Source: an optimization exercise on an open RTL-to-GDS flow (aim: small area, a short achievable clock period and few clock cycles per item). Production flows keep margins and buffers that such runs may drop.
The RTL was checked by simulation tests, not by an equivalence proof against the original design.
Power figures rest on the tool's default switching activity, not on a simulated workload.

== middle ==
==> flow/design.v <==
`default_nettype none
package trit_dma_pkg;
    typedef logic [128-1:0] mword_t;
    typedef logic [28-1:0] maddr_t;
    typedef logic [32-1:0] sword_t;
    typedef logic [3-1:0] saddr_t;
    typedef logic [1:0] trit_t;
    typedef logic [2*27-1:0] trit_row_t;
    typedef logic [63:0] tick_t;
    typedef enum logic [1:0] {
        IDLE,
        LOAD,
        STORE,
        DONE
    } seq_state_t;
endpackage
`default_nettype wire
`timescale 1ns/1ps
`default_nettype none
module read_master (
    input  wire [28-4:0] i_base,
    input  wire                   i_carry,
    output logic [28-4:0] o_addr
);
    assign o_addr = i_base + (28-3)'(i_carry);
endmodule
`default_nettype wire
`timescale 1ns/1ps
`default_nettype none
module trit_dma_top (
    input  wire                       i_clk,
    input  wire                       i_arst,
    output logic                      o_finish_int,
    input  wire                       i_slave_write,
    input  wire                       i_slave_read,
    input  trit_dma_pkg::saddr_t      i_slave_address,
    input  trit_dma_pkg::sword_t      i_slave_writedata,
    input  wire [32/8-1:0]   i_slave_byteenable,
    output trit_dma_pkg::sword_t      o_slave_readdata,
    output logic                      o_slave_waitrequest,
    output logic                      o_slave_readdatavalid,
    output trit_dma_pkg::maddr_t      o_master_address,
    output logic                      o_master_read,
    output logic                      o_master_write,
    output trit_dma_pkg::mword_t      o_master_writedata,
    output logic [16-1:0]      o_master_byteenable,
    input  wire                       i_master_waitrequest,
    input  trit_dma_pkg::mword_t      i_master_readdata,
    input  wire                       i_master_readdatavalid
);
    localparam int DEPTH = 2;           
    localparam int PTR_W = (DEPTH > 1) ? $clog2(DEPTH) : 1;
    localparam int NB    = 16;
    localparam int LASTW = 6 - 1;
    trit_dma_pkg::sword_t src_reg;
    trit_dma_pkg::sword_t dst_reg;
    trit_dma_pkg::tick_t  tick_cnt;
    logic                 busy;
    logic                 finish;
    logic                 first;      
    logic                 start;
    assign o_slave_waitrequest   = 1'b0;
    assign o_slave_readdatavalid = i_slave_read;
    assign o_finish_int          = finish;
    assign start = i_slave_write && (i_slave_address == 3'd0) &&
                   i_slave_byteenable[0] && i_slave_writedata[1];
    always_ff @(posedge i_clk or posedge i_arst) begin
        if (i_arst) begin
            src_reg <= '0;
            dst_reg <= '0;
        end else if (i_slave_write) begin
            for (int i = 0; i < 32/8; i++) begin
                if (i_slave_byteenable[i]) begin
                    if (i_slave_address == 3'd1) src_reg[8*i +: 8] <= i_slave_writedata[8*i +: 8];
                    if (i_slave_address == 3'd2) dst_reg[8*i +: 8] <= i_slave_writedata[8*i +: 8];
                end
            end
        end
    end
    always_ff @(posedge i_clk or posedge i_arst) begin
        if (i_arst) begin
            tick_cnt <= '0;
        end else if (first) begin
            tick_cnt <= '0;
        end else if (busy) begin
            tick_cnt <= tick_cnt + 1'b1;
        end
    end
    always_comb begin
        case (i_slave_address)
            3'd0:      o_slave_readdata = {30'd0, busy, finish};
            3'd1:     o_slave_readdata = src_reg;
            3'd2:     o_slave_readdata = dst_reg;
            3'd3: o_slave_readdata = tick_cnt[31:0];
            3'd4: o_slave_readdata = tick_cnt[63:32];
            default:         o_slave_readdata = '0;
        endcase
    end
    logic [2:0]       rd_idx;     
    logic [2:0]       wr_idx;     
    logic [1:0]       avail;      
    logic [1:0]       cred;       
    logic             rd_q;
    logic             wr_q;
    logic             rd_acc;
    logic             wr_acc;
    logic             last_wr;
    logic [2:0]       rd_idx_n;
    logic [2:0]       wr_idx_n;
    logic [1:0]       avail_n;
    logic [1:0]       cred_n;
    logic             room_n;
    logic             rd_n;
    logic             wr_n;
    logic             byp;        
    logic             byp_ok;     
    logic             wr_cur;     
    logic             addr_wr;    
    logic [2:0]           addr_lo;    
    logic                 addr_cy;    
    logic [28-4:0] addr_hi_src;
    logic [28-4:0] addr_hi_dst;
    assign o_master_read       = rd_q;
    assign byp                 = byp_ok && i_master_readdatavalid;
    assign wr_cur              = wr_q || byp;
    assign o_master_write      = wr_cur;
    assign rd_acc              = rd_q && !i_master_waitrequest;
    assign wr_acc              = wr_cur && !i_master_waitrequest;
    assign last_wr             = wr_acc && (wr_idx == 3'(LASTW));
    assign o_master_byteenable = {16{1'b1}};
    assign addr_hi_src         = addr_wr ? dst_reg[28-1:3] : src_reg[28-1:3];
    read_master hi_i (.i_base(addr_hi_src), .i_carry(addr_cy), .o_addr(addr_hi_dst));
    assign o_master_address    = {addr_hi_dst, addr_lo};
    assign rd_idx_n = rd_idx + 3'(rd_acc);
    assign wr_idx_n = wr_idx + 3'(wr_acc);
    assign avail_n  = avail + 2'(i_master_readdatavalid) - 2'(wr_acc);
    assign cred_n   = cred - 2'(rd_acc) + 2'(wr_acc);
    assign room_n   = (rd_idx_n != 3'(LASTW + 1)) && (cred_n != 2'd0);
    assign rd_n     = (rd_q && i_master_waitrequest) ||
                      (!(wr_cur && i_master_waitrequest) && room_n);
    assign wr_n     = (wr_cur && i_master_waitrequest) ||
                      (!(rd_q && i_master_waitrequest) && !room_n && (avail_n != 2'd0));
    always_ff @(posedge i_clk) begin
        addr_wr <= !start && !rd_n;
        if (start) begin
            {addr_cy, addr_lo} <= {1'b0, src_reg[2:0]};
        end else if (!rd_n) begin
            {addr_cy, addr_lo} <= {1'b0, dst_reg[2:0]} + {1'b0, wr_idx_n};
        end else begin
            {addr_cy, addr_lo} <= {1'b0, src_reg[2:0]} + {1'b0, rd_idx_n};
        end
    end
    always_ff @(posedge i_clk or posedge i_arst) begin
        if (i_arst) begin
            busy   <= 1'b0;
            finish <= 1'b0;
            first  <= 1'b0;
            rd_q   <= 1'b0;
            wr_q   <= 1'b0;
            rd_idx <= '0;
            wr_idx <= '0;
            avail  <= '0;
            cred   <= '0;
            byp_ok <= 1'b0;
        end else begin
            first <= start;
            if (start) begin
                busy   <= 1'b1;
                finish <= 1'b0;
                rd_q   <= 1'b1;
                wr_q   <= 1'b0;
                rd_idx <= '0;
                wr_idx <= '0;
                avail  <= '0;
                cred   <= 2'(DEPTH);
                byp_ok <= 1'b0;
            end else begin
                rd_idx <= rd_idx_n;
                wr_idx <= wr_idx_n;
                avail  <= avail_n;
                cred   <= cred_n;
                byp_ok <= busy && !last_wr && !rd_n && !wr_n && (avail_n == 2'd0);
                if (last_wr) begin
                    busy   <= 1'b0;
                    finish <= 1'b1;
                    rd_q   <= 1'b0;
                    wr_q   <= 1'b0;
                end else if (busy) begin
                    rd_q <= rd_n;
                    wr_q <= wr_n;
                end
            end
        end
    end
    logic [2*NB-1:0]  buf_q [DEPTH];
    logic [DEPTH-1:0] rx_sel;     
    logic [DEPTH-1:0] wr_sel;     
    logic             tail_ok;    
    always_ff @(posedge i_clk or posedge i_arst) begin
        if (i_arst) begin
            rx_sel  <= DEPTH'(1);
            wr_sel  <= DEPTH'(1);
            tail_ok <= 1'b1;
        end else if (start) begin
            rx_sel  <= DEPTH'(1);
            wr_sel  <= DEPTH'(1);
            tail_ok <= 1'b1;
        end else begin
            if (i_master_readdatavalid) rx_sel <= {rx_sel[DEPTH-2:0], rx_sel[DEPTH-1]};
            if (wr_acc) begin
                wr_sel  <= {wr_sel[DEPTH-2:0], wr_sel[DEPTH-1]};
                tail_ok <= (wr_idx != 3'(LASTW - 1));
            end
        end
    end
    always_ff @(posedge i_clk) begin
        for (int e = 0; e < DEPTH; e++) begin
            if (i_master_readdatavalid && rx_sel[e]) begin
                for (int j = 0; j < NB; j++) buf_q[e][2*j +: 2] <= i_master_readdata[8*j +: 2];
            end
        end
    end
    always_comb begin
        logic [1:0] t;
        for (int j = 0; j < NB; j++) begin
            t = '0;
            for (int e = 0; e < DEPTH; e++) begin
                if (wr_sel[e] && (j == 0 || e != (LASTW % DEPTH) || tail_ok)) t = t | buf_q[e][2*j +: 2];
            end
            if (byp_ok) t = (j == 0 || tail_ok) ? i_master_readdata[8*j +: 2] : 2'b00;
            o_master_writedata[8*j +: 8] = {{6{t[1]}}, t};
        end
    end
endmodule
`default_nettype wire
clock: 5.0 ns
lec_check: 0
cap_margin: 20
core_margin: 2
core_utilization: 65
cts_cluster_diameter: 100
cts_cluster_size: 25
setup_slack_margin: 2.0
slew_margin: 20
synth_hierarchical: 1
tns_end_percent: 0
standard.sh (not shown) runs the stock make flow with config.mk's settings and CLKGATE_MAP_FILE= SYNTH_SCRIPT=/design/flow/synth_recipe.tcl, a recipe that flattens the netlist after the stock synthesis.
==> flow/flow/run.sh <==
#!/bin/bash
set -euo pipefail
cd "$(dirname "$0")/.."
bash standard.sh BUFFER_PORTS_ARGS="-buffer_cell sky130_fd_sc_hd__buf_1" finish > standard_flow.log 2>&1
middle | stages: all done | timing, DRC, antenna: all pass
Testbench counts of middle, summed over its fixed seeds: cycles 5,659, transfers 320.
## Diff of input files: north against middle
--- a/flow/design.v
+++ b/flow/design.v
@@ -47,9 +47,9 @@
     input  wire                       i_master_waitrequest,
     input  trit_dma_pkg::mword_t      i_master_readdata,
     input  wire                       i_master_readdatavalid
 );
-    localparam int DEPTH = 2;           
+    localparam int DEPTH = 3;           
     localparam int PTR_W = (DEPTH > 1) ? $clog2(DEPTH) : 1;
     localparam int NB    = 16;
     localparam int LASTW = 6 - 1;
     trit_dma_pkg::sword_t src_reg;
@@ -111,41 +111,34 @@
     logic [1:0]       cred_n;
     logic             room_n;
     logic             rd_n;
     logic             wr_n;
-    logic             byp;        
-    logic             byp_ok;     
-    logic             wr_cur;     
-    logic             addr_wr;    
     logic [2:0]           addr_lo;    
     logic                 addr_cy;    
     logic [28-4:0] addr_hi_src;
     logic [28-4:0] addr_hi_dst;
     assign o_master_read       = rd_q;
-    assign byp                 = byp_ok && i_master_readdatavalid;
-    assign wr_cur              = wr_q || byp;
-    assign o_master_write      = wr_cur;
+    assign o_master_write      = wr_q;
     assign rd_acc              = rd_q && !i_master_waitrequest;
-    assign wr_acc              = wr_cur && !i_master_waitrequest;
+    assign wr_acc              = wr_q && !i_master_waitrequest;
     assign last_wr             = wr_acc && (wr_idx == 3'(LASTW));
     assign o_master_byteenable = {16{1'b1}};
-    assign addr_hi_src         = addr_wr ? dst_reg[28-1:3] : src_reg[28-1:3];
-    read_master hi_i (.i_base(addr_hi_src), .i_carry(addr_cy), .o_addr(addr_hi_dst));
-    assign o_master_address    = {addr_hi_dst, addr_lo};
+    read_master src_hi_i (.i_base(src_reg[28-1:3]), .i_carry(addr_cy), .o_addr(addr_hi_src));
+    read_master dst_hi_i (.i_base(dst_reg[28-1:3]), .i_carry(addr_cy), .o_addr(addr_hi_dst));
+    assign o_master_address    = {wr_q ? addr_hi_dst : addr_hi_src, addr_lo};
     assign rd_idx_n = rd_idx + 3'(rd_acc);
     assign wr_idx_n = wr_idx + 3'(wr_acc);
     assign avail_n  = avail + 2'(i_master_readdatavalid) - 2'(wr_acc);
     assign cred_n   = cred - 2'(rd_acc) + 2'(wr_acc);
     assign room_n   = (rd_idx_n != 3'(LASTW + 1)) && (cred_n != 2'd0);
     assign rd_n     = (rd_q && i_master_waitrequest) ||
-                      (!(wr_cur && i_master_waitrequest) && room_n);
-    assign wr_n     = (wr_cur && i_master_waitrequest) ||
+                      (!(wr_q && i_master_waitrequest) && room_n);
+    assign wr_n     = (wr_q && i_master_waitrequest) ||
                       (!(rd_q && i_master_waitrequest) && !room_n && (avail_n != 2'd0));
     always_ff @(posedge i_clk) begin
-        addr_wr <= !start && !rd_n;
         if (start) begin
             {addr_cy, addr_lo} <= {1'b0, src_reg[2:0]};
-        end else if (!rd_n) begin
+        end else if (wr_n) begin
             {addr_cy, addr_lo} <= {1'b0, dst_reg[2:0]} + {1'b0, wr_idx_n};
         end else begin
             {addr_cy, addr_lo} <= {1'b0, src_reg[2:0]} + {1'b0, rd_idx_n};
         end
@@ -160,9 +153,8 @@
             rd_idx <= '0;
             wr_idx <= '0;
             avail  <= '0;
             cred   <= '0;
-            byp_ok <= 1'b0;
         end else begin
             first <= start;
             if (start) begin
                 busy   <= 1'b1;
@@ -172,15 +164,13 @@
                 rd_idx <= '0;
                 wr_idx <= '0;
                 avail  <= '0;
                 cred   <= 2'(DEPTH);
-                byp_ok <= 1'b0;
             end else begin
                 rd_idx <= rd_idx_n;
                 wr_idx <= wr_idx_n;
                 avail  <= avail_n;
                 cred   <= cred_n;
-                byp_ok <= busy && !last_wr && !rd_n && !wr_n && (avail_n == 2'd0);
                 if (last_wr) begin
                     busy   <= 1'b0;
                     finish <= 1'b1;
                     rd_q   <= 1'b0;
@@ -226,9 +216,8 @@
             t = '0;
             for (int e = 0; e < DEPTH; e++) begin
                 if (wr_sel[e] && (j == 0 || e != (LASTW % DEPTH) || tail_ok)) t = t | buf_q[e][2*j +: 2];
             end
-            if (byp_ok) t = (j == 0 || tail_ok) ? i_master_readdata[8*j +: 2] : 2'b00;
             o_master_writedata[8*j +: 8] = {{6{t[1]}}, t};
         end
     end
 endmodule
==> comparison <==
north: flow completed, timing, DRC and antenna clean. middle completed every stage of the flow, and the final layout passed the timing, DRC and antenna checks. Compared to middle, north has setup slack 52 ps lower. Looking at highest signal layer in the routed design, the met4 result is from middle; the met5 one comes from north. Delta (north minus middle): final total power has increased, fraction of the mapped netlist area in compound gates moved down, portion of the clock cycle consumed by the worst path in the final layout shows an increase of 1.0 points, number of buffers inserted during clock tree synthesis increased by 1 relative to the old numbers. Diff middle -> north: row count went up about 6%; relative area change from synthesis to final layout decreased 1.1 points. north vs middle, number of clock buffer instances in the layout went up by 2. Delta (north minus middle): number of tap cells added at floorplan higher, clock period minus final worst setup slack shows an increase of 52 ps. Max number of cells in the design after placement across north and middle: north. On north: sequential share of cell area is 3.1 points higher than what middle gave.
Testbench counts of north, summed over its fixed seeds: cycles 5,654, transfers 320.

==> port drivers added, routing unchanged <==
The results above use ideal ports. As a check the final layouts listed here were re-extracted and re-timed, cells and wires unchanged.
Step 1 sets driving cells, clkbuf_16 on the clock port and buf_2 on the other inputs (assumed; they add their load-dependent delay and slew).
Step 2, shift: input delay + t, output delay - t, t = (earliest + latest rising clock arrival at the registers) / 2. This alone moves slack from input paths to output paths.
Slacks: ideal ports / drivers / drivers and shift; pairs: ideal ports / drivers.
run | shift t [ns] | setup slack, ns | worst hold slack (ns) | worst setup path at the end
middle | 0.509 | 1.730 / 1.684 / 1.366 | 0.518 / 0.518 / 0.518 | input to register
north | 0.532 | 1.678 / 1.629 / 1.651 | 0.518 / 0.518 / 0.518 | input to register
After both steps setup and hold are still met in every run listed. For middle, which loses most, drivers alone change the setup slack by -0.046 ns; drivers and shift together by -0.364 ns.
